Context: an optimization exercise on an open-source flow, tuned for small area. The choices shown serve that exercise and are no tape-out recipe. The RTL was checked by simulation tests, not by an equivalence proof against the original design. Power is estimated from default activity; no workload was simulated.

==> flow/design.v <==
package midi_synth_pkg;
    localparam logic [1:0] ENV_OFF     = 2'd0;
    localparam logic [1:0] ENV_ATTACK  = 2'd1;
    localparam logic [1:0] ENV_HOLD    = 2'd2;
    localparam logic [1:0] ENV_RELEASE = 2'd3;
    localparam logic [6:0] NOTE_MIN = 7'd29;
    localparam logic [6:0] NOTE_MAX = 7'd91;
    localparam logic [7:0] SUS_MIN = 8'd64;
    localparam logic [7:0] MIN_GAIN = 8'd0;
    localparam logic [7:0] MAX_GAIN = 8'd128;
    localparam logic [6:0] SUSTAIN_CC = 7'd64;
endpackage
import midi_synth_pkg::*;
module midi_byte_parser (
    input  logic       clk,
    input  logic       reset,
    input  logic [7:0] midi_byte,
    input  logic       midi_valid,
    output logic       note_event,    
    output logic [5:0] ev_idx,        
    output logic       ev_on,         
    output logic       pedal          
);
    logic [1:0] st;
    logic [1:0] st_new;
    logic       have_first;
    logic [6:0] first_byte;
    logic       data_byte;
    logic       pair_done;
    logic [6:0] idx7;
    logic       playable;
    logic       pedal_ev1, pedal_ev2, pedal_val;
    assign data_byte = midi_valid && !midi_byte[7] && (st != 2'd0);
    assign pair_done = data_byte && have_first;
    always_comb begin
        case (midi_byte)
            8'h80:   st_new = 2'd1;
            8'h90:   st_new = 2'd2;
            8'hB0:   st_new = 2'd3;
            default: st_new = 2'd0;
        endcase
    end
    always_comb begin
        logic c;
        c = 1'b0;
        for (int i = 0; i < 7; i++) begin
            idx7[i] = first_byte[i] ^ 1'(7'd100 >> i) ^ c;
            c = (first_byte[i] & 1'(7'd100 >> i)) | (c & (first_byte[i] ^ 1'(7'd100 >> i)));
        end
    end
    assign playable = !idx7[6] && (idx7[5:0] != 6'd0);
    always_ff @(posedge clk) begin
        if (reset) begin
            st         <= 2'd0;
            have_first <= 1'b0;
            note_event <= 1'b0;
            pedal_ev1  <= 1'b0;
            pedal_ev2  <= 1'b0;
            pedal      <= 1'b0;
        end else begin
            note_event <= pair_done && (st != 2'd3) && playable;
            pedal_ev1  <= pair_done && (st == 2'd3) && (first_byte == SUSTAIN_CC);
            pedal_ev2  <= pedal_ev1;
            if (pedal_ev2) pedal <= pedal_val;
            if (midi_valid && midi_byte[7] && (midi_byte[6:3] != 4'hF)) begin
                st         <= st_new;
                have_first <= 1'b0;
            end else if (data_byte) begin
                have_first <= !have_first;
            end
        end
    end
    always_ff @(posedge clk) begin
        if (data_byte && !have_first) first_byte <= midi_byte[6:0];
        ev_idx <= idx7[5:0];
        if (pair_done) begin
            ev_on     <= (st == 2'd2) && (midi_byte[6:0] != 7'd0);
            pedal_val <= midi_byte[6];
        end
    end
endmodule
module voice_allocator #(
    parameter int NUM_VOICES = 4
) (
    input  logic                       clk,
    input  logic                       reset,
    input  logic                       note_event,
    input  logic [5:0]                 ev_idx,
    input  logic                       ev_on,
    input  logic [NUM_VOICES-1:0]      voice_on,
    input  logic [NUM_VOICES-1:0][5:0] voice_note,
    output logic [NUM_VOICES-1:0]      update_voice
);
    logic [NUM_VOICES-1:0] target;
    logic                  found;
    always_comb begin
        target = '0;
        found  = 1'b0;
        for (int v = 0; v < NUM_VOICES; v++) begin
            if (!found && !voice_on[v] && !update_voice[v]) begin
                target[v] = ev_on;
                found     = 1'b1;
            end
        end
        for (int v = 0; v < NUM_VOICES; v++) begin
            if (!ev_on && voice_on[v] && (voice_note[v] == ev_idx)) target[v] = 1'b1;
        end
        if (!note_event) target = '0;
    end
    always_ff @(posedge clk) begin
        if (reset) update_voice <= '0;
        else       update_voice <= target;
    end
endmodule
import midi_synth_pkg::*;
module harmonic_dynamics #(
    parameter int ATTACK_TIME  = 75,
    parameter int SUSTAIN_TIME = 1400,
    parameter int REL_TIME     = 150
) (
    input  logic        clk,
    input  logic        reset,
    input  logic        key_down,        
    input  logic        key_up,          
    input  logic [5:0]  ev_idx,
    input  logic        generate_next,   
    input  logic        pedal,
    input  logic [15:0] sustain_n,       
    input  logic        zero_crossing,   
    output logic        voice_on,
    output logic [5:0]  note,
    output logic [7:0]  gain
);
    logic [1:0]  state;
    logic [15:0] count;
    logic [15:0] count_inc;
    logic        reach_sus;
    logic        due;
    logic        step;
    logic        up;
    logic        gain_en;
    logic [7:0]  gain_step;
    function automatic logic ge_const(input logic [15:0] x, input logic [15:0] k);
        logic g;
        g = 1'b1;
        for (int i = 0; i < 16; i++) g = k[i] ? (x[i] & g) : (x[i] | g);
        ge_const = g;
    endfunction
    assign voice_on = (state != ENV_OFF);
    always_comb begin
        logic c, g;
        c = generate_next;
        g = 1'b1;
        for (int i = 0; i < 16; i++) begin
            count_inc[i] = count[i] ^ c;
            c = count[i] & c;
            g = (count[i] & sustain_n[i]) | (g & (count[i] | sustain_n[i]));
        end
        reach_sus = g;
    end
    always_comb begin
        case (state)
            ENV_ATTACK:  due = ge_const(count, 16'(ATTACK_TIME));
            ENV_HOLD:    due = reach_sus;
            default:     due = pedal ? reach_sus : ge_const(count, 16'(REL_TIME));
        endcase
    end
    assign step = !generate_next && due && zero_crossing;
    assign up = (state == ENV_ATTACK);
    assign gain_en = step && (up ? !gain[7] : (gain != MIN_GAIN))
                     && !(state == ENV_HOLD && key_up);
    always_comb begin
        logic t;
        t = gain_en;
        for (int i = 0; i < 8; i++) begin
            gain_step[i] = gain[i] ^ t;
            t = t & (gain[i] ~^ up);
        end
    end
    always_ff @(posedge clk) begin
        if (reset) begin
            state <= ENV_OFF;
            gain  <= MIN_GAIN;
        end else begin
            gain <= gain_step;
            case (state)
                ENV_OFF:     if (key_down) state <= ENV_ATTACK;
                ENV_ATTACK:  if (step && gain[7]) state <= ENV_HOLD;
                ENV_HOLD:    if (key_up) state <= ENV_RELEASE;
                default:     if (gain == MIN_GAIN) state <= ENV_OFF;
            endcase
        end
    end
    always_ff @(posedge clk) begin
        if (state == ENV_OFF || (state == ENV_HOLD && key_up) || step) count <= '0;
        else                                                            count <= count_inc;
        if (state == ENV_OFF) note <= key_down ? ev_idx : 6'd0;
    end
endmodule
import midi_synth_pkg::*;
module voice_oscillator #(
    parameter int NUM_VOICES = 4
) (
    input  logic                       clk,
    input  logic                       started,      
    input  logic                       tick,         
    input  logic                       wpass,        
    input  logic [1:0]                 slot,         
    input  logic [NUM_VOICES-1:0][5:0] voice_note,
    output logic [15:0]                head_phase,   
    output logic [NUM_VOICES-1:0]      zero_crossing
);
    function automatic [19:0] note_inc(input logic [5:0] idx);
        case (idx)
            6'd1: note_inc = 20'd15257;
            6'd2: note_inc = 20'd16164;
            6'd3: note_inc = 20'd17125;
            6'd4: note_inc = 20'd18143;
            6'd5: note_inc = 20'd19222;
            6'd6: note_inc = 20'd20365;
            6'd7: note_inc = 20'd21576;
            6'd8: note_inc = 20'd22859;
            6'd9: note_inc = 20'd24218;
            6'd10: note_inc = 20'd25658;
            6'd11: note_inc = 20'd27184;
            6'd12: note_inc = 20'd28800;
            6'd13: note_inc = 20'd30514;
            6'd14: note_inc = 20'd32328;
            6'd15: note_inc = 20'd34250;
            6'd16: note_inc = 20'd36286;
            6'd17: note_inc = 20'd38444;
            6'd18: note_inc = 20'd40730;
            6'd19: note_inc = 20'd43152;
            6'd20: note_inc = 20'd45718;
            6'd21: note_inc = 20'd48436;
            6'd22: note_inc = 20'd51316;
            6'd23: note_inc = 20'd54368;
            6'd24: note_inc = 20'd57600;
            6'd25: note_inc = 20'd61028;
            6'd26: note_inc = 20'd64656;
            6'd27: note_inc = 20'd68500;
            6'd28: note_inc = 20'd72572;
            6'd29: note_inc = 20'd76888;
            6'd30: note_inc = 20'd81460;
            6'd31: note_inc = 20'd86304;
            6'd32: note_inc = 20'd91436;
            6'd33: note_inc = 20'd96872;
            6'd34: note_inc = 20'd102632;
            6'd35: note_inc = 20'd108736;
            6'd36: note_inc = 20'd115200;
            6'd37: note_inc = 20'd122056;
            6'd38: note_inc = 20'd129312;
            6'd39: note_inc = 20'd137000;
            6'd40: note_inc = 20'd145144;
            6'd41: note_inc = 20'd153776;
            6'd42: note_inc = 20'd162920;
            6'd43: note_inc = 20'd172608;
            6'd44: note_inc = 20'd182872;
            6'd45: note_inc = 20'd193744;
            6'd46: note_inc = 20'd205264;
            6'd47: note_inc = 20'd217472;
            6'd48: note_inc = 20'd230400;
            6'd49: note_inc = 20'd244112;
            6'd50: note_inc = 20'd258624;
            6'd51: note_inc = 20'd274000;
            6'd52: note_inc = 20'd290288;
            6'd53: note_inc = 20'd307552;
            6'd54: note_inc = 20'd325840;
            6'd55: note_inc = 20'd345216;
            6'd56: note_inc = 20'd365744;
            6'd57: note_inc = 20'd387488;
            6'd58: note_inc = 20'd410528;
            6'd59: note_inc = 20'd434944;
            6'd60: note_inc = 20'd460800;
            6'd61: note_inc = 20'd488224;
            6'd62: note_inc = 20'd517248;
            6'd63: note_inc = 20'd548000;
            default: note_inc = 20'd0;
        endcase
    endfunction
    logic [3:0][24:0] ring;     
    logic [5:0]       n1, n2, n3;     
    logic [5:0]       note;
    logic [19:0]      inc;
    logic [23:0]      sum;
    logic             carry_next;
    always_ff @(posedge clk) begin
        n3 <= voice_note[3];
        n2 <= tick ? voice_note[2] : n3;
        n1 <= tick ? voice_note[1] : n2;
    end
    assign note = (slot == 2'd0) ? voice_note[0] : n1;
    assign inc  = wpass ? note_inc(note) : 20'd0;
    always_comb begin
        logic c;
        c = 1'b0;
        for (int i = 0; i < 24; i++) begin
            if (i < 20) begin
                sum[i] = ring[0][i] ^ inc[i] ^ c;
                c = (ring[0][i] & inc[i]) | (c & (ring[0][i] ^ inc[i]));
            end else begin
                sum[i] = ring[0][i] ^ c;
                c = ring[0][i] & c;
            end
        end
    end
    always_comb begin
        logic k;
        k = 1'b0;
        for (int i = 1; i < 23; i++) begin
            if (i <= 20) k = (ring[0][i] & inc[i-1]) | (k & (ring[0][i] ^ inc[i-1]));
            else         k = k & ring[0][i];
        end
        carry_next = k & ~(sum[23] ^ ring[0][23]);
    end
    always_ff @(posedge clk) begin
        ring[2:0] <= ring[3:1];
        if (!started || (wpass && note == 6'd0)) ring[3][23:0] <= '0;
        else                                     ring[3][23:0] <= sum;
        if (!started)   ring[3][24] <= 1'b0;
        else if (wpass) ring[3][24] <= (note != 6'd0) && carry_next;
        else            ring[3][24] <= ring[0][24];
    end
    for (genvar v = 0; v < NUM_VOICES; v++) begin : g_zc
        always_ff @(posedge clk) begin
            if (tick) zero_crossing[v] <= ring[v][24];
        end
    end
    assign head_phase = ring[0][23:8];
endmodule
module voice_mixer #(
    parameter int NUM_VOICES    = 4,
    parameter int SAMPLE_DIVIDE = 1024
) (
    input  logic                        clk,
    input  logic                        reset,
    input  logic [15:0]                 head_phase,
    input  logic [NUM_VOICES-1:0][7:0]  voice_gain,
    output logic                        started,
    output logic                        tick,
    output logic                        wpass,
    output logic [1:0]                  slot,
    output logic signed [15:0]          mix_sample,
    output logic                        mix_valid
);
    localparam int DIV_W = $clog2(SAMPLE_DIVIDE);
    logic [DIV_W-1:0] div_count;
    logic [DIV_W-1:0] div_inc;
    logic [7:0]       ga, gb;        
    logic [7:0]       g;
    logic [17:0]      acc;
    logic [17:0]      a;
    logic [17:0]      nxt;
    always_comb begin
        logic c;
        c = 1'b1;
        for (int i = 0; i < DIV_W; i++) begin
            div_inc[i] = div_count[i] ^ c;
            c = div_count[i] & c;
        end
    end
    always_ff @(posedge clk) begin
        if (reset) begin
            div_count <= '0;
            started   <= 1'b0;
        end else begin
            if (div_count == DIV_W'(SAMPLE_DIVIDE - 1)) begin
                div_count <= '0;
                started   <= 1'b1;
            end else begin
                div_count <= div_inc;
            end
        end
    end
    assign tick  = started && (div_count == '0);
    assign wpass = started && (div_count[DIV_W-1:2] == '0);
    assign slot  = div_count[1:0];
    always_ff @(posedge clk) begin
        gb <= voice_gain[3];
        ga <= (slot == 2'd1) ? voice_gain[2] : gb;
    end
    assign g = (slot == 2'd0) ? voice_gain[0] : (slot == 2'd1) ? voice_gain[1] : ga;
    assign a = (slot == 2'd0) ? 18'd176128 : acc;
    mixer_mac mac_i (.u(head_phase), .g, .a, .nxt);
    always_ff @(posedge clk) acc <= nxt;
    always_ff @(posedge clk) begin
        if (reset) mix_valid <= 1'b0;
        else       mix_valid <= wpass && (slot == 2'd3);
    end
    always_comb begin
        if (acc[17] && !(acc[16] && acc[15]))       mix_sample = 16'h8000;
        else if (!acc[17] && (acc[16] || acc[15])) mix_sample = 16'h7fff;
        else                                        mix_sample = acc[15:0];
    end
endmodule
module mixer_mac (
    input  logic [15:0] u,
    input  logic [7:0]  g,
    input  logic [17:0] a,
    output logic [17:0] nxt
);
    logic bn0, b1_0, b2_0;
    assign bn0 = g[1] & ~(g[0] & 1'b0);
    assign b1_0 = g[0] ^ 1'b0;
    assign b2_0 = (g[1] & ~g[0] & ~1'b0) | (~g[1] & g[0] & 1'b0);
    logic bn1, b1_1, b2_1;
    assign bn1 = g[3] & ~(g[2] & g[1]);
    assign b1_1 = g[2] ^ g[1];
    assign b2_1 = (g[3] & ~g[2] & ~g[1]) | (~g[3] & g[2] & g[1]);
    logic bn2, b1_2, b2_2;
    assign bn2 = g[5] & ~(g[4] & g[3]);
    assign b1_2 = g[4] ^ g[3];
    assign b2_2 = (g[5] & ~g[4] & ~g[3]) | (~g[5] & g[4] & g[3]);
    logic bn3, b1_3, b2_3;
    assign bn3 = 1'b0;
    assign b1_3 = g[6] ^ g[5];
    assign b2_3 = (g[6] & g[5]) | g[7];
    logic mac_1;
    logic mac_2;
    assign mac_1 = (((b1_0 & u[7]) | (b2_0 & u[6])) ^ bn0) ^ (((b1_1 & u[5]) | (b2_1 & u[4])) ^ bn1);
    assign mac_2 = (((b1_0 & u[7]) | (b2_0 & u[6])) ^ bn0) & (((b1_1 & u[5]) | (b2_1 & u[4])) ^ bn1);
    logic mac_3;
    logic mac_4;
    assign mac_3 = (((b1_0 & u[8]) | (b2_0 & u[7])) ^ bn0) ^ (((b1_1 & u[6]) | (b2_1 & u[5])) ^ bn1) ^ (((b1_2 & u[4]) | (b2_2 & u[3])) ^ bn2);
    assign mac_4 = ((((b1_0 & u[8]) | (b2_0 & u[7])) ^ bn0) & (((b1_1 & u[6]) | (b2_1 & u[5])) ^ bn1)) | ((((b1_0 & u[8]) | (b2_0 & u[7])) ^ bn0) & (((b1_2 & u[4]) | (b2_2 & u[3])) ^ bn2)) | ((((b1_1 & u[6]) | (b2_1 & u[5])) ^ bn1) & (((b1_2 & u[4]) | (b2_2 & u[3])) ^ bn2));
    logic mac_5;
    logic mac_6;
    assign mac_5 = (((b1_0 & u[9]) | (b2_0 & u[8])) ^ bn0) ^ (((b1_1 & u[7]) | (b2_1 & u[6])) ^ bn1) ^ (((b1_2 & u[5]) | (b2_2 & u[4])) ^ bn2);
    assign mac_6 = ((((b1_0 & u[9]) | (b2_0 & u[8])) ^ bn0) & (((b1_1 & u[7]) | (b2_1 & u[6])) ^ bn1)) | ((((b1_0 & u[9]) | (b2_0 & u[8])) ^ bn0) & (((b1_2 & u[5]) | (b2_2 & u[4])) ^ bn2)) | ((((b1_1 & u[7]) | (b2_1 & u[6])) ^ bn1) & (((b1_2 & u[5]) | (b2_2 & u[4])) ^ bn2));
    logic mac_7;
    logic mac_8;
    assign mac_7 = (((b1_0 & u[10]) | (b2_0 & u[9])) ^ bn0) ^ (((b1_1 & u[8]) | (b2_1 & u[7])) ^ bn1) ^ (((b1_2 & u[6]) | (b2_2 & u[5])) ^ bn2);
    assign mac_8 = ((((b1_0 & u[10]) | (b2_0 & u[9])) ^ bn0) & (((b1_1 & u[8]) | (b2_1 & u[7])) ^ bn1)) | ((((b1_0 & u[10]) | (b2_0 & u[9])) ^ bn0) & (((b1_2 & u[6]) | (b2_2 & u[5])) ^ bn2)) | ((((b1_1 & u[8]) | (b2_1 & u[7])) ^ bn1) & (((b1_2 & u[6]) | (b2_2 & u[5])) ^ bn2));
    logic mac_9;
    logic mac_10;
    assign mac_9 = (((b1_0 & u[11]) | (b2_0 & u[10])) ^ bn0) ^ (((b1_1 & u[9]) | (b2_1 & u[8])) ^ bn1) ^ (((b1_2 & u[7]) | (b2_2 & u[6])) ^ bn2);
    assign mac_10 = ((((b1_0 & u[11]) | (b2_0 & u[10])) ^ bn0) & (((b1_1 & u[9]) | (b2_1 & u[8])) ^ bn1)) | ((((b1_0 & u[11]) | (b2_0 & u[10])) ^ bn0) & (((b1_2 & u[7]) | (b2_2 & u[6])) ^ bn2)) | ((((b1_1 & u[9]) | (b2_1 & u[8])) ^ bn1) & (((b1_2 & u[7]) | (b2_2 & u[6])) ^ bn2));
    logic mac_11;
    logic mac_12;
    assign mac_11 = (((b1_0 & u[12]) | (b2_0 & u[11])) ^ bn0) ^ (((b1_1 & u[10]) | (b2_1 & u[9])) ^ bn1) ^ (((b1_2 & u[8]) | (b2_2 & u[7])) ^ bn2);
    assign mac_12 = ((((b1_0 & u[12]) | (b2_0 & u[11])) ^ bn0) & (((b1_1 & u[10]) | (b2_1 & u[9])) ^ bn1)) | ((((b1_0 & u[12]) | (b2_0 & u[11])) ^ bn0) & (((b1_2 & u[8]) | (b2_2 & u[7])) ^ bn2)) | ((((b1_1 & u[10]) | (b2_1 & u[9])) ^ bn1) & (((b1_2 & u[8]) | (b2_2 & u[7])) ^ bn2));
    logic mac_13;
    logic mac_14;
    assign mac_13 = (((b1_0 & u[13]) | (b2_0 & u[12])) ^ bn0) ^ (((b1_1 & u[11]) | (b2_1 & u[10])) ^ bn1) ^ (((b1_2 & u[9]) | (b2_2 & u[8])) ^ bn2);
    assign mac_14 = ((((b1_0 & u[13]) | (b2_0 & u[12])) ^ bn0) & (((b1_1 & u[11]) | (b2_1 & u[10])) ^ bn1)) | ((((b1_0 & u[13]) | (b2_0 & u[12])) ^ bn0) & (((b1_2 & u[9]) | (b2_2 & u[8])) ^ bn2)) | ((((b1_1 & u[11]) | (b2_1 & u[10])) ^ bn1) & (((b1_2 & u[9]) | (b2_2 & u[8])) ^ bn2));
    logic mac_15;
    logic mac_16;
    assign mac_15 = (((b1_0 & u[14]) | (b2_0 & u[13])) ^ bn0) ^ (((b1_1 & u[12]) | (b2_1 & u[11])) ^ bn1) ^ (((b1_2 & u[10]) | (b2_2 & u[9])) ^ bn2);
    assign mac_16 = ((((b1_0 & u[14]) | (b2_0 & u[13])) ^ bn0) & (((b1_1 & u[12]) | (b2_1 & u[11])) ^ bn1)) | ((((b1_0 & u[14]) | (b2_0 & u[13])) ^ bn0) & (((b1_2 & u[10]) | (b2_2 & u[9])) ^ bn2)) | ((((b1_1 & u[12]) | (b2_1 & u[11])) ^ bn1) & (((b1_2 & u[10]) | (b2_2 & u[9])) ^ bn2));
    logic mac_17;
    logic mac_18;
    assign mac_17 = (((b1_0 & ~u[15]) | (b2_0 & u[14])) ^ bn0) ^ (((b1_1 & u[13]) | (b2_1 & u[12])) ^ bn1) ^ (((b1_2 & u[11]) | (b2_2 & u[10])) ^ bn2);
    assign mac_18 = ((((b1_0 & ~u[15]) | (b2_0 & u[14])) ^ bn0) & (((b1_1 & u[13]) | (b2_1 & u[12])) ^ bn1)) | ((((b1_0 & ~u[15]) | (b2_0 & u[14])) ^ bn0) & (((b1_2 & u[11]) | (b2_2 & u[10])) ^ bn2)) | ((((b1_1 & u[13]) | (b2_1 & u[12])) ^ bn1) & (((b1_2 & u[11]) | (b2_2 & u[10])) ^ bn2));
    logic mac_19;
    logic mac_20;
    assign mac_19 = (((b1_0 & ~u[15]) | (b2_0 & ~u[15])) ^ bn0) ^ (((b1_1 & u[14]) | (b2_1 & u[13])) ^ bn1) ^ (((b1_2 & u[12]) | (b2_2 & u[11])) ^ bn2);
    assign mac_20 = ((((b1_0 & ~u[15]) | (b2_0 & ~u[15])) ^ bn0) & (((b1_1 & u[14]) | (b2_1 & u[13])) ^ bn1)) | ((((b1_0 & ~u[15]) | (b2_0 & ~u[15])) ^ bn0) & (((b1_2 & u[12]) | (b2_2 & u[11])) ^ bn2)) | ((((b1_1 & u[14]) | (b2_1 & u[13])) ^ bn1) & (((b1_2 & u[12]) | (b2_2 & u[11])) ^ bn2));
    logic mac_21;
    logic mac_22;
    assign mac_21 = ~(((b1_0 & ~u[15]) | (b2_0 & ~u[15])) ^ bn0) ^ (((b1_1 & ~u[15]) | (b2_1 & u[14])) ^ bn1) ^ (((b1_2 & u[13]) | (b2_2 & u[12])) ^ bn2);
    assign mac_22 = (~(((b1_0 & ~u[15]) | (b2_0 & ~u[15])) ^ bn0) & (((b1_1 & ~u[15]) | (b2_1 & u[14])) ^ bn1)) | (~(((b1_0 & ~u[15]) | (b2_0 & ~u[15])) ^ bn0) & (((b1_2 & u[13]) | (b2_2 & u[12])) ^ bn2)) | ((((b1_1 & ~u[15]) | (b2_1 & u[14])) ^ bn1) & (((b1_2 & u[13]) | (b2_2 & u[12])) ^ bn2));
    logic mac_23;
    logic mac_24;
    assign mac_23 = (((b1_1 & ~u[15]) | (b2_1 & ~u[15])) ^ bn1) ^ (((b1_2 & u[14]) | (b2_2 & u[13])) ^ bn2);
    assign mac_24 = (((b1_1 & ~u[15]) | (b2_1 & ~u[15])) ^ bn1) & (((b1_2 & u[14]) | (b2_2 & u[13])) ^ bn2);
    logic mac_25;
    logic mac_26;
    assign mac_25 = ~(((b1_1 & ~u[15]) | (b2_1 & ~u[15])) ^ bn1) ^ (((b1_2 & ~u[15]) | (b2_2 & u[14])) ^ bn2);
    assign mac_26 = ~(((b1_1 & ~u[15]) | (b2_1 & ~u[15])) ^ bn1) & (((b1_2 & ~u[15]) | (b2_2 & u[14])) ^ bn2);
    logic mac_27;
    logic mac_28;
    assign mac_27 = (((b1_0 & u[4]) | (b2_0 & u[3])) ^ bn0) ^ (((b1_1 & u[2]) | (b2_1 & u[1])) ^ bn1);
    assign mac_28 = (((b1_0 & u[4]) | (b2_0 & u[3])) ^ bn0) & (((b1_1 & u[2]) | (b2_1 & u[1])) ^ bn1);
    logic mac_29;
    logic mac_30;
    assign mac_29 = (((b1_0 & u[5]) | (b2_0 & u[4])) ^ bn0) ^ (((b1_1 & u[3]) | (b2_1 & u[2])) ^ bn1);
    assign mac_30 = (((b1_0 & u[5]) | (b2_0 & u[4])) ^ bn0) & (((b1_1 & u[3]) | (b2_1 & u[2])) ^ bn1);
    logic mac_31;
    logic mac_32;
    assign mac_31 = (((b1_0 & u[6]) | (b2_0 & u[5])) ^ bn0) ^ (((b1_1 & u[4]) | (b2_1 & u[3])) ^ bn1) ^ (((b1_2 & u[2]) | (b2_2 & u[1])) ^ bn2);
    assign mac_32 = ((((b1_0 & u[6]) | (b2_0 & u[5])) ^ bn0) & (((b1_1 & u[4]) | (b2_1 & u[3])) ^ bn1)) | ((((b1_0 & u[6]) | (b2_0 & u[5])) ^ bn0) & (((b1_2 & u[2]) | (b2_2 & u[1])) ^ bn2)) | ((((b1_1 & u[4]) | (b2_1 & u[3])) ^ bn1) & (((b1_2 & u[2]) | (b2_2 & u[1])) ^ bn2));
    logic mac_33;
    logic mac_34;
    assign mac_33 = mac_1 ^ (((b1_2 & u[3]) | (b2_2 & u[2])) ^ bn2) ^ ((b1_3 & u[1]) | (b2_3 & u[0]));
    assign mac_34 = (mac_1 & (((b1_2 & u[3]) | (b2_2 & u[2])) ^ bn2)) | (mac_1 & ((b1_3 & u[1]) | (b2_3 & u[0]))) | ((((b1_2 & u[3]) | (b2_2 & u[2])) ^ bn2) & ((b1_3 & u[1]) | (b2_3 & u[0])));
    logic mac_35;
    logic mac_36;
    assign mac_35 = mac_2 ^ mac_3 ^ ((b1_3 & u[2]) | (b2_3 & u[1]));
    assign mac_36 = (mac_2 & mac_3) | (mac_2 & ((b1_3 & u[2]) | (b2_3 & u[1]))) | (mac_3 & ((b1_3 & u[2]) | (b2_3 & u[1])));
    logic mac_37;
    logic mac_38;
    assign mac_37 = mac_4 ^ mac_5 ^ ((b1_3 & u[3]) | (b2_3 & u[2]));
    assign mac_38 = (mac_4 & mac_5) | (mac_4 & ((b1_3 & u[3]) | (b2_3 & u[2]))) | (mac_5 & ((b1_3 & u[3]) | (b2_3 & u[2])));
    logic mac_39;
    logic mac_40;
    assign mac_39 = mac_6 ^ mac_7 ^ ((b1_3 & u[4]) | (b2_3 & u[3]));
    assign mac_40 = (mac_6 & mac_7) | (mac_6 & ((b1_3 & u[4]) | (b2_3 & u[3]))) | (mac_7 & ((b1_3 & u[4]) | (b2_3 & u[3])));
    logic mac_41;
    logic mac_42;
    assign mac_41 = mac_8 ^ mac_9 ^ ((b1_3 & u[5]) | (b2_3 & u[4]));
    assign mac_42 = (mac_8 & mac_9) | (mac_8 & ((b1_3 & u[5]) | (b2_3 & u[4]))) | (mac_9 & ((b1_3 & u[5]) | (b2_3 & u[4])));
    logic mac_43;
    logic mac_44;
    assign mac_43 = mac_10 ^ mac_11 ^ ((b1_3 & u[6]) | (b2_3 & u[5]));
    assign mac_44 = (mac_10 & mac_11) | (mac_10 & ((b1_3 & u[6]) | (b2_3 & u[5]))) | (mac_11 & ((b1_3 & u[6]) | (b2_3 & u[5])));
    logic mac_45;
    logic mac_46;
    assign mac_45 = mac_12 ^ mac_13 ^ ((b1_3 & u[7]) | (b2_3 & u[6]));
    assign mac_46 = (mac_12 & mac_13) | (mac_12 & ((b1_3 & u[7]) | (b2_3 & u[6]))) | (mac_13 & ((b1_3 & u[7]) | (b2_3 & u[6])));
    logic mac_47;
    logic mac_48;
    assign mac_47 = mac_14 ^ mac_15 ^ ((b1_3 & u[8]) | (b2_3 & u[7]));
    assign mac_48 = (mac_14 & mac_15) | (mac_14 & ((b1_3 & u[8]) | (b2_3 & u[7]))) | (mac_15 & ((b1_3 & u[8]) | (b2_3 & u[7])));
    logic mac_49;
    logic mac_50;
    assign mac_49 = mac_16 ^ mac_17 ^ ((b1_3 & u[9]) | (b2_3 & u[8]));
    assign mac_50 = (mac_16 & mac_17) | (mac_16 & ((b1_3 & u[9]) | (b2_3 & u[8]))) | (mac_17 & ((b1_3 & u[9]) | (b2_3 & u[8])));
    logic mac_51;
    logic mac_52;
    assign mac_51 = mac_18 ^ mac_19 ^ ((b1_3 & u[10]) | (b2_3 & u[9]));
    assign mac_52 = (mac_18 & mac_19) | (mac_18 & ((b1_3 & u[10]) | (b2_3 & u[9]))) | (mac_19 & ((b1_3 & u[10]) | (b2_3 & u[9])));
    logic mac_53;
    logic mac_54;
    assign mac_53 = mac_20 ^ mac_21 ^ ((b1_3 & u[11]) | (b2_3 & u[10]));
    assign mac_54 = (mac_20 & mac_21) | (mac_20 & ((b1_3 & u[11]) | (b2_3 & u[10]))) | (mac_21 & ((b1_3 & u[11]) | (b2_3 & u[10])));
    logic mac_55;
    logic mac_56;
    assign mac_55 = mac_22 ^ mac_23 ^ ((b1_3 & u[12]) | (b2_3 & u[11]));
    assign mac_56 = (mac_22 & mac_23) | (mac_22 & ((b1_3 & u[12]) | (b2_3 & u[11]))) | (mac_23 & ((b1_3 & u[12]) | (b2_3 & u[11])));
    logic mac_57;
    logic mac_58;
    assign mac_57 = mac_24 ^ mac_25 ^ ((b1_3 & u[13]) | (b2_3 & u[12]));
    assign mac_58 = (mac_24 & mac_25) | (mac_24 & ((b1_3 & u[13]) | (b2_3 & u[12]))) | (mac_25 & ((b1_3 & u[13]) | (b2_3 & u[12])));
    logic mac_59;
    logic mac_60;
    assign mac_59 = mac_26 ^ (((b1_2 & ~u[15]) | (b2_2 & ~u[15])) ^ bn2) ^ ((b1_3 & u[14]) | (b2_3 & u[13]));
    assign mac_60 = (mac_26 & (((b1_2 & ~u[15]) | (b2_2 & ~u[15])) ^ bn2)) | (mac_26 & ((b1_3 & u[14]) | (b2_3 & u[13]))) | ((((b1_2 & ~u[15]) | (b2_2 & ~u[15])) ^ bn2) & ((b1_3 & u[14]) | (b2_3 & u[13])));
    logic mac_61;
    logic mac_62;
    assign mac_61 = ~(((b1_2 & ~u[15]) | (b2_2 & ~u[15])) ^ bn2) ^ ((b1_3 & ~u[15]) | (b2_3 & u[14]));
    assign mac_62 = ~(((b1_2 & ~u[15]) | (b2_2 & ~u[15])) ^ bn2) & ((b1_3 & ~u[15]) | (b2_3 & u[14]));
    logic mac_63;
    logic mac_64;
    assign mac_63 = (((b1_0 & u[2]) | (b2_0 & u[1])) ^ bn0) ^ (((b1_1 & u[0])) ^ bn1);
    assign mac_64 = (((b1_0 & u[2]) | (b2_0 & u[1])) ^ bn0) & (((b1_1 & u[0])) ^ bn1);
    logic mac_65;
    logic mac_66;
    assign mac_65 = (((b1_0 & u[3]) | (b2_0 & u[2])) ^ bn0) ^ (((b1_1 & u[1]) | (b2_1 & u[0])) ^ bn1);
    assign mac_66 = (((b1_0 & u[3]) | (b2_0 & u[2])) ^ bn0) & (((b1_1 & u[1]) | (b2_1 & u[0])) ^ bn1);
    logic mac_67;
    logic mac_68;
    assign mac_67 = mac_27 ^ (((b1_2 & u[0])) ^ bn2) ^ bn2;
    assign mac_68 = (mac_27 & (((b1_2 & u[0])) ^ bn2)) | (mac_27 & bn2) | ((((b1_2 & u[0])) ^ bn2) & bn2);
    logic mac_69;
    logic mac_70;
    assign mac_69 = mac_28 ^ mac_29 ^ (((b1_2 & u[1]) | (b2_2 & u[0])) ^ bn2);
    assign mac_70 = (mac_28 & mac_29) | (mac_28 & (((b1_2 & u[1]) | (b2_2 & u[0])) ^ bn2)) | (mac_29 & (((b1_2 & u[1]) | (b2_2 & u[0])) ^ bn2));
    logic mac_71;
    logic mac_72;
    assign mac_71 = mac_30 ^ mac_31 ^ ((b1_3 & u[0]));
    assign mac_72 = (mac_30 & mac_31) | (mac_30 & ((b1_3 & u[0]))) | (mac_31 & ((b1_3 & u[0])));
    logic mac_73;
    logic mac_74;
    assign mac_73 = mac_32 ^ mac_33 ^ a[0];
    assign mac_74 = (mac_32 & mac_33) | (mac_32 & a[0]) | (mac_33 & a[0]);
    logic mac_75;
    logic mac_76;
    assign mac_75 = mac_34 ^ mac_35 ^ a[1];
    assign mac_76 = (mac_34 & mac_35) | (mac_34 & a[1]) | (mac_35 & a[1]);
    logic mac_77;
    logic mac_78;
    assign mac_77 = mac_36 ^ mac_37 ^ a[2];
    assign mac_78 = (mac_36 & mac_37) | (mac_36 & a[2]) | (mac_37 & a[2]);
    logic mac_79;
    logic mac_80;
    assign mac_79 = mac_38 ^ mac_39 ^ a[3];
    assign mac_80 = (mac_38 & mac_39) | (mac_38 & a[3]) | (mac_39 & a[3]);
    logic mac_81;
    logic mac_82;
    assign mac_81 = mac_40 ^ mac_41 ^ a[4];
    assign mac_82 = (mac_40 & mac_41) | (mac_40 & a[4]) | (mac_41 & a[4]);
    logic mac_83;
    logic mac_84;
    assign mac_83 = mac_42 ^ mac_43 ^ a[5];
    assign mac_84 = (mac_42 & mac_43) | (mac_42 & a[5]) | (mac_43 & a[5]);
    logic mac_85;
    logic mac_86;
    assign mac_85 = mac_44 ^ mac_45 ^ a[6];
    assign mac_86 = (mac_44 & mac_45) | (mac_44 & a[6]) | (mac_45 & a[6]);
    logic mac_87;
    logic mac_88;
    assign mac_87 = mac_46 ^ mac_47 ^ a[7];
    assign mac_88 = (mac_46 & mac_47) | (mac_46 & a[7]) | (mac_47 & a[7]);
    logic mac_89;
    logic mac_90;
    assign mac_89 = mac_48 ^ mac_49 ^ a[8];
    assign mac_90 = (mac_48 & mac_49) | (mac_48 & a[8]) | (mac_49 & a[8]);
    logic mac_91;
    logic mac_92;
    assign mac_91 = mac_50 ^ mac_51 ^ a[9];
    assign mac_92 = (mac_50 & mac_51) | (mac_50 & a[9]) | (mac_51 & a[9]);
    logic mac_93;
    logic mac_94;
    assign mac_93 = mac_52 ^ mac_53 ^ a[10];
    assign mac_94 = (mac_52 & mac_53) | (mac_52 & a[10]) | (mac_53 & a[10]);
    logic mac_95;
    logic mac_96;
    assign mac_95 = mac_54 ^ mac_55 ^ a[11];
    assign mac_96 = (mac_54 & mac_55) | (mac_54 & a[11]) | (mac_55 & a[11]);
    logic mac_97;
    logic mac_98;
    assign mac_97 = mac_56 ^ mac_57 ^ a[12];
    assign mac_98 = (mac_56 & mac_57) | (mac_56 & a[12]) | (mac_57 & a[12]);
    logic mac_99;
    logic mac_100;
    assign mac_99 = mac_58 ^ mac_59 ^ a[13];
    assign mac_100 = (mac_58 & mac_59) | (mac_58 & a[13]) | (mac_59 & a[13]);
    logic mac_101;
    logic mac_102;
    assign mac_101 = mac_60 ^ mac_61 ^ a[14];
    assign mac_102 = (mac_60 & mac_61) | (mac_60 & a[14]) | (mac_61 & a[14]);
    logic mac_103;
    logic mac_104;
    assign mac_103 = mac_62 ^ ((b1_3 & ~u[15]) | (b2_3 & ~u[15])) ^ a[15];
    assign mac_104 = (mac_62 & ((b1_3 & ~u[15]) | (b2_3 & ~u[15]))) | (mac_62 & a[15]) | (((b1_3 & ~u[15]) | (b2_3 & ~u[15])) & a[15]);
    logic mac_105;
    logic mac_106;
    assign mac_105 = ~((b1_3 & ~u[15]) | (b2_3 & ~u[15])) ^ a[16];
    assign mac_106 = ~((b1_3 & ~u[15]) | (b2_3 & ~u[15])) & a[16];
    logic mac_107;
    logic mac_108;
    assign mac_107 = (((b1_0 & u[0])) ^ bn0) ^ bn0;
    assign mac_108 = (((b1_0 & u[0])) ^ bn0) & bn0;
    logic mac_109;
    logic mac_110;
    assign mac_109 = (((b1_0 & u[1]) | (b2_0 & u[0])) ^ bn0) ^ mac_108;
    assign mac_110 = (((b1_0 & u[1]) | (b2_0 & u[0])) ^ bn0) & mac_108;
    logic mac_111;
    logic mac_112;
    assign mac_111 = mac_63 ^ bn1 ^ mac_110;
    assign mac_112 = (mac_63 & bn1) | (mac_63 & mac_110) | (bn1 & mac_110);
    logic mac_113;
    logic mac_114;
    assign mac_113 = mac_64 ^ mac_65 ^ mac_112;
    assign mac_114 = (mac_64 & mac_65) | (mac_64 & mac_112) | (mac_65 & mac_112);
    logic mac_115;
    logic mac_116;
    assign mac_115 = mac_66 ^ mac_67 ^ mac_114;
    assign mac_116 = (mac_66 & mac_67) | (mac_66 & mac_114) | (mac_67 & mac_114);
    logic mac_117;
    logic mac_118;
    assign mac_117 = mac_68 ^ mac_69 ^ mac_116;
    assign mac_118 = (mac_68 & mac_69) | (mac_68 & mac_116) | (mac_69 & mac_116);
    logic mac_119;
    logic mac_120;
    assign mac_119 = mac_70 ^ mac_71 ^ mac_118;
    assign mac_120 = (mac_70 & mac_71) | (mac_70 & mac_118) | (mac_71 & mac_118);
    logic mac_121;
    logic mac_122;
    assign mac_121 = mac_72 ^ mac_73 ^ mac_120;
    assign mac_122 = (mac_72 & mac_73) | (mac_72 & mac_120) | (mac_73 & mac_120);
    logic mac_123;
    logic mac_124;
    assign mac_123 = mac_74 ^ mac_75 ^ mac_122;
    assign mac_124 = (mac_74 & mac_75) | (mac_74 & mac_122) | (mac_75 & mac_122);
    logic mac_125;
    logic mac_126;
    assign mac_125 = mac_76 ^ mac_77 ^ mac_124;
    assign mac_126 = (mac_76 & mac_77) | (mac_76 & mac_124) | (mac_77 & mac_124);
    logic mac_127;
    logic mac_128;
    assign mac_127 = mac_78 ^ mac_79 ^ mac_126;
    assign mac_128 = (mac_78 & mac_79) | (mac_78 & mac_126) | (mac_79 & mac_126);
    logic mac_129;
    logic mac_130;
    assign mac_129 = mac_80 ^ mac_81 ^ mac_128;
    assign mac_130 = (mac_80 & mac_81) | (mac_80 & mac_128) | (mac_81 & mac_128);
    logic mac_131;
    logic mac_132;
    assign mac_131 = mac_82 ^ mac_83 ^ mac_130;
    assign mac_132 = (mac_82 & mac_83) | (mac_82 & mac_130) | (mac_83 & mac_130);
    logic mac_133;
    logic mac_134;
    assign mac_133 = mac_84 ^ mac_85 ^ mac_132;
    assign mac_134 = (mac_84 & mac_85) | (mac_84 & mac_132) | (mac_85 & mac_132);
    logic mac_135;
    logic mac_136;
    assign mac_135 = mac_86 ^ mac_87 ^ mac_134;
    assign mac_136 = (mac_86 & mac_87) | (mac_86 & mac_134) | (mac_87 & mac_134);
    logic mac_137;
    logic mac_138;
    assign mac_137 = mac_88 ^ mac_89 ^ mac_136;
    assign mac_138 = (mac_88 & mac_89) | (mac_88 & mac_136) | (mac_89 & mac_136);
    logic mac_139;
    logic mac_140;
    assign mac_139 = mac_90 ^ mac_91 ^ mac_138;
    assign mac_140 = (mac_90 & mac_91) | (mac_90 & mac_138) | (mac_91 & mac_138);
    logic mac_141;
    logic mac_142;
    assign mac_141 = mac_92 ^ mac_93 ^ mac_140;
    assign mac_142 = (mac_92 & mac_93) | (mac_92 & mac_140) | (mac_93 & mac_140);
    logic mac_143;
    logic mac_144;
    assign mac_143 = mac_94 ^ mac_95 ^ mac_142;
    assign mac_144 = (mac_94 & mac_95) | (mac_94 & mac_142) | (mac_95 & mac_142);
    logic mac_145;
    logic mac_146;
    assign mac_145 = mac_96 ^ mac_97 ^ mac_144;
    assign mac_146 = (mac_96 & mac_97) | (mac_96 & mac_144) | (mac_97 & mac_144);
    logic mac_147;
    logic mac_148;
    assign mac_147 = mac_98 ^ mac_99 ^ mac_146;
    assign mac_148 = (mac_98 & mac_99) | (mac_98 & mac_146) | (mac_99 & mac_146);
    logic mac_149;
    logic mac_150;
    assign mac_149 = mac_100 ^ mac_101 ^ mac_148;
    assign mac_150 = (mac_100 & mac_101) | (mac_100 & mac_148) | (mac_101 & mac_148);
    logic mac_151;
    logic mac_152;
    assign mac_151 = mac_102 ^ mac_103 ^ mac_150;
    assign mac_152 = (mac_102 & mac_103) | (mac_102 & mac_150) | (mac_103 & mac_150);
    logic mac_153;
    logic mac_154;
    assign mac_153 = mac_104 ^ mac_105 ^ mac_152;
    assign mac_154 = (mac_104 & mac_105) | (mac_104 & mac_152) | (mac_105 & mac_152);
    logic mac_155;
    logic mac_156;
    assign mac_155 = mac_106 ^ a[17] ^ mac_154;
    assign mac_156 = (mac_106 & a[17]) | (mac_106 & mac_154) | (a[17] & mac_154);
    assign nxt = {mac_155, mac_153, mac_151, mac_149, mac_147, mac_145, mac_143, mac_141, mac_139, mac_137, mac_135, mac_133, mac_131, mac_129, mac_127, mac_125, mac_123, mac_121};
endmodule
import midi_synth_pkg::*;
module midi_synth_top #(
    parameter int NUM_VOICES    = 4,
    parameter int ATTACK_TIME   = 4,
    parameter int SUSTAIN_TIME  = 40,
    parameter int REL_TIME      = 8,
    parameter int SAMPLE_DIVIDE = 16
) (
    input  logic                        clk,
    input  logic                        reset,
    input  logic [7:0]                  midi_byte,
    input  logic                        midi_valid,
    input  logic [15:0]                 sustain_inc,
    output logic signed [15:0]          mix_sample,
    output logic                        mix_valid,
    output logic [NUM_VOICES-1:0]       voice_on,
    output logic [NUM_VOICES-1:0][7:0]  voice_gain
);
    logic                       note_event;
    logic [5:0]                 ev_idx;
    logic                       ev_on;
    logic                       pedal;
    logic [NUM_VOICES-1:0]      update_voice;
    logic [NUM_VOICES-1:0][5:0] voice_note;
    logic [NUM_VOICES-1:0]      zero_crossing;
    logic [15:0]                sustain_n;
    logic [15:0]                head_phase;
    logic                       started, tick, wpass;
    logic [1:0]                 slot;
    always_comb begin
        logic c;
        c = 1'b0;
        for (int i = 0; i < 16; i++) begin
            sustain_n[i] = ~(sustain_inc[i] ^ 1'(SUSTAIN_TIME >> i) ^ c);
            c = (sustain_inc[i] & 1'(SUSTAIN_TIME >> i)) | (c & (sustain_inc[i] ^ 1'(SUSTAIN_TIME >> i)));
        end
    end
    midi_byte_parser parser_i (
        .clk, .reset, .midi_byte, .midi_valid, .note_event, .ev_idx, .ev_on, .pedal
    );
    voice_allocator #(.NUM_VOICES(NUM_VOICES)) allocator_i (
        .clk, .reset, .note_event, .ev_idx, .ev_on, .voice_on, .voice_note, .update_voice
    );
    for (genvar v = 0; v < NUM_VOICES; v++) begin : g_voice
        harmonic_dynamics #(
            .ATTACK_TIME(ATTACK_TIME), .SUSTAIN_TIME(SUSTAIN_TIME), .REL_TIME(REL_TIME)
        ) envelope_i (
            .clk, .reset,
            .key_down(update_voice[v] && ev_on), .key_up(update_voice[v] && !ev_on),
            .ev_idx, .generate_next(tick), .pedal, .sustain_n,
            .zero_crossing(zero_crossing[v]),
            .voice_on(voice_on[v]), .note(voice_note[v]), .gain(voice_gain[v])
        );
    end
    voice_oscillator #(.NUM_VOICES(NUM_VOICES)) osc_i (
        .clk, .started, .tick, .wpass, .slot, .voice_note, .head_phase, .zero_crossing
    );
    voice_mixer #(.NUM_VOICES(NUM_VOICES), .SAMPLE_DIVIDE(SAMPLE_DIVIDE)) mixer_i (
        .clk, .reset, .head_phase, .voice_gain, .started, .tick, .wpass, .slot,
        .mix_sample, .mix_valid
    );
endmodule
==> flow/flow/run.sh <==
#!/bin/bash
# The standard layout with two changes: the input and output ports are buffered with the
# smallest buffer cell instead of the one buffer_ports picks by itself, and clock tree synthesis
# adds no dummy loads.
set -euo pipefail
export BUFFER_PORTS_ARGS="-buffer_cell sky130_fd_sc_hd__buf_1"
export CTS_ARGS="-sink_clustering_enable -repair_clock_nets -sink_clustering_size 14 -sink_clustering_max_diameter 60 -buf_list sky130_fd_sc_hd__clkbuf_8 -dont_use_dummy_load"
bash standard.sh > standard.log 2>&1
==> flow/standard.sh <==
#!/bin/bash
# synth_recipe.tcl (not shown) runs the flow's synth.tcl, then flattens the netlist and writes it again
# the make line also repeats each setting of config.mk as NAME=value (left out here)
make -C /OpenROAD-flow-scripts/flow DESIGN_CONFIG=/design/flow/config.mk WORK_HOME=/design/flow/orfs CLKGATE_MAP_FILE= SYNTH_SCRIPT=/design/flow/synth_recipe.tcl "${@:-finish}"
==> flow/config.mk <==
export PLATFORM = sky130hd
export DESIGN_NAME = midi_synth_top
export DESIGN_NICKNAME = midi_synth_top
export VERILOG_FILES = /design/flow/design.v
export SDC_FILE = /design/flow/constraint.sdc
export NUM_CORES = 4
export LEC_CHECK = 0
export ABC_AREA = 1
export CAP_MARGIN = 20
export CORE_MARGIN = 2
export CORE_UTILIZATION = 65
export SLEW_MARGIN = 20
==> flow/constraint.sdc <==
create_clock -name core_clock -period 12.0 [get_ports {clk}]
set_input_delay 2.4000 -clock core_clock [delete_from_list [all_inputs] [get_ports {clk}]]
set_output_delay 2.4000 -clock core_clock [all_outputs]
set_load 0.01 [all_outputs]
==> reports/metrics.yaml, run 1 <==
status: "no timing/DRC/antenna violations"
seq_area_frac_synth_pct: 37.82
fin_crit_sh_pct: 94.74
grt_max_degree: 36
diodes: 0
fin_skew_ns: 0.1142
clock-root-buffer: "clkbuf_8"
fin_nets: 2486
cp_max_fo: 16
grt_pass1_vias: 13920
period_minus_slack_ns: 11.37
antenna_left: 0
yosysWarnings: 6
boundaryPins: 80
final_hold_viol_count: 0
die_area_sq_um: 28580
synth_common_cells: "inv_1 (410), nand2_1 (365), dfxtp_1 (279), nor2_1 (226), ha_1 (135)"
clock_sinks: 316
start_util_pct: 65.89
cts.path.max_buffers: 3
startpoint_type: "flop"
post_cts_buffers: 0
worst_hold_slack_ns: 0.2090
gp_congestion: 0.9322
port_buffers: 79
tightest_slew_ns: 1.072
drv_cap: 0
finalMaxSlewViolations: 0
numCtsBuffers: 28
end_kind: "flop"
areaGrowthSynthToFinish_pct: 5.363
grt-ovfl-total: 0
grt_pass1_wl_microns: 69120
rsz0062_at_grt: "no"
yosys.area.top_type: "dfxtp_1"
ir_worst_vdd_mv: 0.1325
syn_avg_cell_area_sq_um: 8.116
antenna_found_initial: 0
crit_top_cell: "fa_1"
dp_slack_ns: 0.6639
dp_hpwl_microns: 32660
syn_area_sq_um: 17710
ys_seq_elements: 316
clock.fmax_mhz: 87.96
routed_via_density: 5.572
fp.dieW_microns: 169.1
cts_tree: "built"
dp_cells: 2556
vias: 14400
die_y_microns: 169.1
ctsHtreeMaxLevel: 1
n_fill_cell: 2182
rows: 60
slew_headroom_pct: 28.54
wl_per_cell_microns: 16.39
synth_edf_count: 37
reg2reg_depth: 34
grt_usage_pct: 30.02
netlist-cell-type-count: 53
hp-class: "reg2reg"
core-area_sq_um: 26880
synth_flop_cell: "dfxtp_1"
crit_slowest_cell: "fa_1"
synthCells: 2182
synthesis.nets: 2423
synth_area_leaders: "dfxtp_1 (32%), ha_1 (9.5%), fa_1 (8.9%)"
drive_gt1_share_pct: 3.210
cpPeakStageDelay_ns: 0.55
power.density_nw_per_um2: 182.9
clock_latency_ns: 0.63
final.setup.tns_ns: 0
setup_violations: 0
cellLeakagePower_nw: 8.473
final_cells: 2584
hold_depth: 0
drt-total-wl_microns: 42350
drt_iter0_markers: 948
first_pass_iters: 6
synth.most_common_cell: "inv_1"
finalWorstSetupSlack_ns: 0.6308
crit_type: "reg2reg"
required_ns: 12.45
synthArstFlopShare_pct: 0
arrival_ns: 11.82
drc_errors: 0
clkTransAtPathRegs_ns: 0.09
synth_top_area_share_pct: 31.54
==> routing by layer <==
metal / routed length [microns] / vias to the layer above / global-route usage [%]
li1: - / 7102 / -
met1: 17750 / 6738 / 38.08
met2: 20250 / 457 / 52.53
met3: 2689 / 101 / 3.718
met4: 1663 / 0 / 11.56
met5: 0 / - / 0
==> critical path: cells and delay by family, from the launching register on <==
family          cells  cell delay [ns]
flops               1             0.39
fa+ha+maj          22             8.67
compound gates      3             0.70
xor+xnor            3             0.50
buf+inv             6             0.93
==> metrics by stage <==
step | util [%] | cell area, sq um | power [mW]
after floorplan | - | 17710 | 2.463
after global placement | 67.98 | 18270 | 2.830
after detailed placement | 67.98 | 18270 | 2.894
after CTS | 69.41 | 18660 | 3.426
after global routing | 69.42 | 18660 | 3.708
final | 69.42 | 18660 | 3.412
==> flip-flops by register name, summed over array words and instances, names as in the netlist, 6 cells and up <==
name	cells
g_voice.envelope_i.count	64
g_voice.envelope_i.gain	32
g_voice.envelope_i.note	24
g_voice.envelope_i.state	8
mixer_i.acc	18
mixer_i.ga	8
mixer_i.gb	8
osc_i.n1	6
osc_i.n2	6
osc_i.n3	6
osc_i.ring	100
parser_i.ev_idx	6
parser_i.first_byte	7
==> worst paths after layout <==
path | start | to | slack (ns)
hold / removal | osc_i.ring[98] | osc_i.ring[73] | 0.21
setup reg to reg | mixer_i.div_count[0] | mixer_i.acc[17] | 0.63
setup / recovery | mixer_i.div_count[0] | mixer_i.acc[17] | 0.63
hold reg to reg | osc_i.ring[98] | osc_i.ring[73] | 0.21
==> area by class of cell <==
class | instances | area [sq um] | share of cell area, %
clock buffers | 28 | 385.4 | 2.065
inverters | 418 | 1574 | 8.436
multi-input cells | 1390 | 9189 | 49.25
flip-flops and latches | 316 | 6696 | 35.89
well taps | 341 | 426.7 | 2.287
repair buffers | 91 | 386.6 | 2.072
==> cell usage in the layout (no fill, tap or decap), drive strengths merged, types with 2 or more instances in the layout <==
cell type / synthesis / routed
fa: 79 / 79
nor4: 19 / 19
maj3: 3 / 3
ha: 135 / 135
nand3b: 5 / 5
o221ai: 11 / 11
a21oi: 74 / 74
o21bai: 3 / 3
xor2: 58 / 58
o2111ai: 5 / 5
nand4: 24 / 24
a2111oi: 2 / 2
clkbuf: 46 / 28
o21a: 4 / 4
a22oi: 18 / 18
xnor2: 16 / 16
a21boi: 5 / 5
o21ai: 141 / 141
o22ai: 64 / 64
nand3: 40 / 40
inv: 414 / 414
a21o: 2 / 2
nor3: 18 / 18
a31oi: 11 / 11
clkinv: 4 / 4
a221oi: 6 / 6
buf: 12 / 91
dfxtp: 279 / 279
nor2: 227 / 227
o211ai: 15 / 15
o31ai: 5 / 5
or2: 12 / 12
nand2: 374 / 374
a211oi: 8 / 8
edfxtp: 37 / 37
==> cells by family after synthesis <==
group / share of synthesized area [%]
AOI/OAI and AO/OA: 12.72
xor gates and xnor gates: 3.660
DFF: 37.82
adders and majority gates: 18.64
and+or+nand+nor: 16.86
buffers and inverters: 10.31
==> repair_timing <==
| action | 4_1_cts | 5_1_grt |
|---|---|---|
| endpoints found under the setup margin | 0 | 1 |
| resized for setup | 0 | 1 |
| hold buffers | 0 | 0 |
==> where the power goes <==
group | switching, mW | internal (mW) | total (mW)
registers | 0.0835 | 1.22 | 1.30
logic | 1.03 | 0.542 | 1.58
clock network | 0.329 | 0.207 | 0.536
==> run 2, diff against run 1 <==
--- a/flow/config.mk
+++ b/flow/config.mk
@@ -8,5 +8,5 @@
 export ABC_AREA = 1
 export CAP_MARGIN = 20
 export CORE_MARGIN = 2
-export CORE_UTILIZATION = 65
+export CORE_UTILIZATION = 75
 export SLEW_MARGIN = 20
==> reports/metrics.yaml, run 2 <==
dp_slack_ns: 0.7129  # +0.04897 ns
dp_cells: 2536  # -0.78%
boundaryPins: 80  # unchanged
core-area_sq_um: 23330  # -13%
synth_top_area_share_pct: 31.54  # unchanged
hp-class: "reg2reg"
power_frac_seq_pct: 37.8  # -0.3 points
status: "no timing/DRC/antenna violations"
antenna_left: 0  # unchanged
rows: 56  # -6.7%
tightest_slew_ns: 1.026  # -0.04608 ns
largest_register_ffs: 100  # unchanged
yosysWarnings: 6  # unchanged
syn_area_sq_um: 17710  # unchanged
cpPeakStageDelay_ns: 0.51  # -0.04 ns
synth_area_leaders: "dfxtp_1 (32%), ha_1 (9.5%), fa_1 (8.9%)"
clock_sinks: 316  # unchanged
final_util_pct: 79.99  # +11 points
cts_tree: "built"
drv_cap: 0  # unchanged
multiInputGateArea_sq_um: 9189  # unchanged
diodes: 0  # unchanged
antenna_found_initial: 0  # unchanged
synthCells: 2182  # unchanged
finalWorstSetupSlack_ns: 0.6522  # +0.02143 ns
end_kind: "flop"
clock-root-buffer: "clkbuf_8"
fp.dieW_microns: 157.7  # -6.7%
crit_type: "reg2reg"
gp_congestion: 0.9718  # +4.2%
dp_hpwl_microns: 33270  # +1.9%
ys_seq_elements: 316  # unchanged
required_ns: 12.42  # -0.03 ns
areaGrowthSynthToFinish_pct: 5.391  # about the same
cp_max_fo: 17  # +1
synthesis.nets: 2423  # unchanged
synth_flop_cell: "dfxtp_1"
grt_pass1_wl_microns: 70040  # +1.3%
startpoint_type: "flop"
seq_area_frac_synth_pct: 37.82  # unchanged
top_regs: "osc_i.ring x100, g_voice.envelope_i.count x64, g_voice.envelope_i.gain x32"
slew_headroom_pct: 31.61  # +3.1 points
p_int_mw: 1.980  # +0.74%
total_power_mw: 3.452  # +1.2%
drive_gt1_share_pct: 3.384  # +0.17 points
fin_crit_sh_pct: 94.56  # -0.18 points
period_minus_slack_ns: 11.35  # -0.02143 ns
reg2reg_depth: 36  # +5.9%
hold_depth: 0  # unchanged
crit_slowest_cell: "fa_1"
n_fill_cell: 1490  # -32%
clock.fmax_mhz: 88.12  # +0.19%
start_util_pct: 75.90  # +10 points
finalMaxSlewViolations: 0  # unchanged
drc_errors: 0  # unchanged
clock_latency_ns: 0.62  # about the same
setup_violations: 0  # unchanged
grt_usage_pct: 35.44  # +5.4 points
final_cells: 2565  # -0.74%
die_area_sq_um: 24860  # -13%
numCtsBuffers: 29  # +3.6%
rsz0062_at_grt: "no"
regMostFlops: "osc_i.ring"
ctsHtreeMaxLevel: 1  # unchanged
fin_skew_ns: 0.09133  # -0.02288 ns
cts.path.max_buffers: 3  # unchanged
power.density_nw_per_um2: 184.9  # +1.1%
syn_avg_cell_area_sq_um: 8.116  # unchanged
switchingPower_mw: 1.471  # +1.7%
drt-total-wl_microns: 43980  # +3.8%
grt-ovfl-total: 0  # unchanged
drt_iter0_markers: 1566  # +65%
first_pass_iters: 5  # -1
cellLeakagePower_nw: 8.487  # +0.17%
pwr-share-comb_pct: 46.4  # +0.2 points
wl_per_cell_microns: 17.15  # +4.6%
routed_via_density: 5.827  # +4.6%
synth.most_common_cell: "inv_1"
clockPowerShare_pct: 15.8  # about the same
fin_nets: 2489  # +0.12%
synth_common_cells: "inv_1 (410), nand2_1 (365), dfxtp_1 (279), nor2_1 (226), ha_1 (135)"
grt_pass1_vias: 14590  # +4.8%
netlist-cell-type-count: 53  # unchanged
arrival_ns: 11.76  # -0.06 ns
seq_area_sq_um: 6696  # unchanged
mostFrequentLayoutCells: "inv_1 (410), nand2_1 (365), dfxtp_1 (279), nor2_1 (226), ha_1 (134)"
final_hold_viol_count: 0  # unchanged
synth_edf_count: 37  # unchanged
grt_max_degree: 36  # unchanged
port_buffers: 79  # unchanged
final.setup.tns_ns: 0  # unchanged
synthArstFlopShare_pct: 0  # unchanged
crit_top_cell: "fa_1"
vias: 14950  # +3.8%
final_common_cell: "inv_1"
die_y_microns: 157.7  # -6.7%
clkTransAtPathRegs_ns: 0.09  # about the same
swShare_pct: 42.63  # +0.24 points
ctsHoldBuffers: 0  # unchanged
ir_worst_vdd_mv: 0.1406  # +6.1%
yosys.area.top_type: "dfxtp_1"
[run 2: power groups by stage]
stage	clock, mW	combinational [mW]	sequential, mW
floorplan	0	1.16	1.30
global placement	0	1.49	1.31
detailed placement	0	1.57	1.32
CTS	0.548	1.59	1.30
global route	0.586	1.82	1.31
finish	0.546	1.60	1.30
[run 2: cell families after synthesis]
| kind of cell | after synthesis | synth area share (%) |
|---|---|---|
| buffers and inverters | 476 | 10.31 |
| adders and majority gates | 217 | 18.64 |
| and+or+nand+nor | 721 | 16.86 |
| AOI/OAI and AO/OA | 378 | 12.72 |
| xor gates and xnor gates | 74 | 3.660 |
| DFF | 316 | 37.82 |
[run 2: path summary, 6_finish.rpt]
path / slack [ns] / startpoint / to
worst max-delay path: 0.65 / mixer_i.div_count[1] / mixer_i.acc[17]
worst min-delay path: 0.27 / osc_i.ring[72] / osc_i.ring[47]
worst max register to register: 0.65 / mixer_i.div_count[1] / mixer_i.acc[17]
worst min register to register: 0.27 / osc_i.ring[72] / osc_i.ring[47]
[run 2: critical path, delay by kind of cell, from the launching register on]
family | cells | cell delay (ns)
adder cells (fa/ha/maj) | 21 | 8.39
AND/OR/NAND/NOR | 1 | 0.07
flip-flops | 1 | 0.35
XOR/XNOR | 3 | 0.54
AO/OA/AOI/OAI | 4 | 0.80
buffers and inverters | 7 | 0.99
[run 2: repair_timing]
action                                  CTS  global route
gates resized for setup                   0             3
setup buffers                             0             0
endpoints found under the setup margin    0             1
[run 2: routing by layer]
layer | part of all wire, % | vias to the layer above | routed length [microns] | GRT usage, %
met5 | 0 | - | 0 | 0
met2 | 48 | 665 | 21250 | 61.37
met1 | 39 | 6986 | 17280 | 43.07
met3 | 6.8 | 180 | 2974 | 4.435
met4 | 5.6 | 0 | 2477 | 19.09
li1 | - | 7114 | - | -
[run 2: per-stage QoR]
stage | area [sq um] | hold WS (ns)
2_1_floorplan | 17710 | 0.3096
3_3_place_gp | 18260 | 0.3099
3_5_place_dp | 18260 | 0.3121
4_1_cts | 18660 | 0.2861
5_1_grt | 18660 | 0.2782
6_report | 18660 | 0.2689
[run 2: cell type report]
class | count | area share (%)
inverter | 418 | 8.454
multi-input combinational | 1390 | 49.24
sequential | 316 | 35.88
tap | 319 | 2.139
clock buffer | 29 | 2.139
timing repair buffer | 93 | 2.152
==> run 3, diff against run 2 <==
==> flow/flow/run.sh (replaced) <==
#!/bin/bash
# The standard layout with two changes: the input and output ports are buffered with the
# smallest buffer cell instead of the one buffer_ports picks by itself, and clock tree synthesis
# adds no dummy loads.
set -euo pipefail
export BUFFER_PORTS_ARGS="-buffer_cell sky130_fd_sc_hd__buf_1"
export CTS_ARGS="-sink_clustering_enable -repair_clock_nets -sink_clustering_size 18 -sink_clustering_max_diameter 70 -buf_list sky130_fd_sc_hd__clkbuf_8 -dont_use_dummy_load"
bash standard.sh > standard.log 2>&1
--- a/flow/config.mk
+++ b/flow/config.mk
@@ -8,5 +8,5 @@
 export ABC_AREA = 1
 export CAP_MARGIN = 20
 export CORE_MARGIN = 2
-export CORE_UTILIZATION = 75
+export CORE_UTILIZATION = 65
 export SLEW_MARGIN = 20
==> reports/metrics.yaml, run 3 <==
seq_area_frac_synth_pct: 37.82  # unchanged
regMostFlops: "osc_i.ring"
start_util_pct: 65.89  # -10 points
drv_cap: 0  # unchanged
power.density_nw_per_um2: 180.1  # -2.6%
fin_nets: 2480  # -0.36%
cpPeakStageDelay_ns: 0.55  # +0.04 ns
final.setup.tns_ns: 0  # unchanged
gp_congestion: 0.9322  # -4.1%
clock_sinks: 316  # unchanged
dp_hpwl_microns: 32660  # -1.8%
port_buffers: 79  # unchanged
synth_common_cells: "inv_1 (410), nand2_1 (365), dfxtp_1 (279), nor2_1 (226), ha_1 (135)"
die_area_sq_um: 28580  # +15%
end_kind: "flop"
syn_avg_cell_area_sq_um: 8.116  # unchanged
clkTransAtPathRegs_ns: 0.11  # +0.02 ns
finalMaxSlewViolations: 0  # unchanged
hp-class: "reg2reg"
antenna_left: 0  # unchanged
grt-ovfl-total: 0  # unchanged
clock_latency_ns: 0.60  # -0.02 ns
required_ns: 12.43  # about the same
yosys.area.top_type: "dfxtp_1"
fin_skew_ns: 0.1053  # +0.01398 ns
n_fill_cell: 2202  # +48%
wl_per_cell_microns: 16.26  # -5.1%
largest_register_ffs: 100  # unchanged
synthArstFlopShare_pct: 0  # unchanged
netlist-cell-type-count: 53  # unchanged
crit_top_cell: "fa_1"
numCtsBuffers: 22  # -24%
synth-compound-area-share_pct: 12.72  # unchanged
tightest_slew_ns: 1.063  # +0.03715 ns
cp_max_fo: 16  # -1
crit_slowest_cell: "fa_1"
first_pass_iters: 6  # +1
rows: 60  # +7.1%
yosysWarnings: 6  # unchanged
startpoint_type: "flop"
final_common_cell: "inv_1"
boundaryPins: 80  # unchanged
mostFrequentLayoutCells: "inv_1 (410), nand2_1 (364), dfxtp_1 (279), nor2_1 (226), ha_1 (135)"
synthMuxAreaShare_pct: 0  # unchanged
worst_hold_slack_ns: 0.3120  # +0.04305 ns
ir_worst_vdd_mv: 0.1161  # -17%
diodes: 0  # unchanged
routed_via_density: 5.592  # -4.0%
clock.fmax_mhz: 88.06  # about the same
ctsHtreeMaxLevel: 1  # unchanged
fin_crit_sh_pct: 94.63  # about the same
cellLeakagePower_nw: 8.429  # -0.68%
areaGrowthSynthToFinish_pct: 4.896
synth_top_area_share_pct: 31.54  # unchanged
syn_area_sq_um: 17710  # unchanged
fp.dieW_microns: 169.1  # +7.2%
period_minus_slack_ns: 11.36  # +0.008138 ns
synth.most_common_cell: "inv_1"
clock-root-buffer: "clkbuf_8"
synth_area_leaders: "dfxtp_1 (32%), ha_1 (9.5%), fa_1 (8.9%)"
status: "no timing/DRC/antenna violations"
synthesis.nets: 2423  # unchanged
die_y_microns: 169.1  # +7.2%
total_power_mw: 3.346  # -3.1%
drt_iter0_markers: 1048  # -33%
grt_pass1_vias: 13840  # -5.2%
ys_seq_elements: 316  # unchanged
rsz0062_at_grt: "no"
synth_edf_count: 37  # unchanged
top_regs: "osc_i.ring x100, g_voice.envelope_i.count x64, g_voice.envelope_i.gain x32"
drt-total-wl_microns: 41930  # -4.7%
arrival_ns: 11.79  # +0.03 ns
slew_headroom_pct: 29.14  # -2.5 points
grt_max_degree: 36  # unchanged
grt_pass1_wl_microns: 68550  # -2.1%
cts_tree: "built"
synth_fa_ha_area_share_pct: 18.64  # unchanged
final_hold_viol_count: 0  # unchanged
cts.path.max_buffers: 3  # unchanged
synthSimpleGateAreaFrac_pct: 16.86  # unchanged
antenna_found_initial: 0  # unchanged
setup_violations: 0  # unchanged
synth_flop_cell: "dfxtp_1"
drc_errors: 0  # unchanged
crit_type: "reg2reg"
synth_top_family_by_area: "adder cells"
core-area_sq_um: 26880  # +15%
drive_gt1_share_pct: 2.950  # -0.43 points
grt_usage_pct: 29.74  # -5.7 points
vias: 14420  # -3.5%
synthXorXnorAreaFrac_pct: 3.660  # unchanged
synthCells: 2182  # unchanged
-- run 3: cells by family after synthesis --
family | after synthesis
simple gates | 721
buf+inv | 476
compound gates | 378
flops | 316
fa+ha+maj | 217
xor+xnor | 74
-- run 3: cell type report --
class / count / area, sq um / share of cell area [%]
Inverter: 418 / 1574 / 8.474
Clock buffer: 22 / 302.8 / 1.630
Timing Repair Buffer: 91 / 386.6 / 2.081
Tap cell: 341 / 426.7 / 2.297
Sequential cell: 316 / 6696 / 36.05
Multi-Input combinational cell: 1390 / 9189 / 49.47
-- run 3: worst paths after layout --
| path | from | endpoint | slack, ns | depth (start not counted) |
|---|---|---|---|---|
| max reg2reg | mixer_i.div_count[1] | mixer_i.acc[17] | 0.64 | 35 |
| max | mixer_i.div_count[1] | mixer_i.acc[17] | 0.64 | 35 |
| min | osc_i.ring[72] | osc_i.ring[47] | 0.31 | 0 |
| min reg2reg | osc_i.ring[72] | osc_i.ring[47] | 0.31 | 0 |
-- run 3: stage by stage --
stage               util (%)  setup slack [ns]  instance area, sq um  instances
global placement       67.98             1.006                 18270       2556
finish                 69.12            0.6441                 18580       2578
global route           69.12           0.05422                 18580       2578
CTS                    69.11            0.5776                 18570       2578
detailed placement     67.98            0.6639                 18270       2556
floorplan                  -            0.4662                 17710       2182
-- run 3: timing repair --
item | CTS | global route
setup buffers | 0 | 0
hold buffers | 0 | 0
hold endpoints to repair | 0 | 0
endpoints found under the setup margin | 0 | 1
gates resized for setup | 0 | 1
-- run 3: critical path, delay by kind of cell (launching register included) --
kind                       cells  cell delay [ns]
adders and majority gates     22             8.64
buffers and inverters          7             1.01
AOI/OAI and AO/OA              3             0.70
xor gates and xnor gates       3             0.50
DFF                            1             0.33
-- run 3: report_power, final --
part	internal (mW)	total (mW)	switching, mW
clock network	0.165	0.476	0.311
registers	1.22	1.30	0.0819
logic	0.540	1.57	1.03
total	1.92	3.35	1.42
-- run 3: routing by layer --
metal  global-route usage [%]  vias to the layer above  share of wire [%]
met5                        0                        -                  0
met3                    3.531                       95                6.0
met2                    52.35                      477                 48
met4                    10.29                        0                3.6
li1                         -                     7107                  -
met1                    38.03                     6737                 42

## what the ideal ports hide
The flow's constraints put no driver on any port. The routed layouts listed below were extracted and timed again, unchanged, in two steps. Step 1 (the two cells are an assumption about what drives the block):
set clk [get_ports {clk}]
set_driving_cell -lib_cell sky130_fd_sc_hd__clkbuf_16 $clk
set_driving_cell -lib_cell sky130_fd_sc_hd__buf_2 [delete_from_list [all_inputs] $clk]
Step 2, shift: input delay + t, output delay - t, t = (earliest + latest rising clock arrival at the registers) / 2. This alone moves slack from input paths to output paths. Three values: ideal, step 1, step 2; two values: the first two.
run	t (ns)	setup WS [ns]	worst hold slack (ns)	pins driven straight from the clock port
run 1	0.618	0.631 / 0.631 / 0.631	0.209 / 0.209 / 0.209	1
run 2	0.621	0.652 / 0.652 / 0.652	0.269 / 0.269 / 0.269	1
run 3	0.597	0.644 / 0.644 / 0.644	0.312 / 0.312 / 0.312	1
After both steps setup and hold are still met in every run listed.
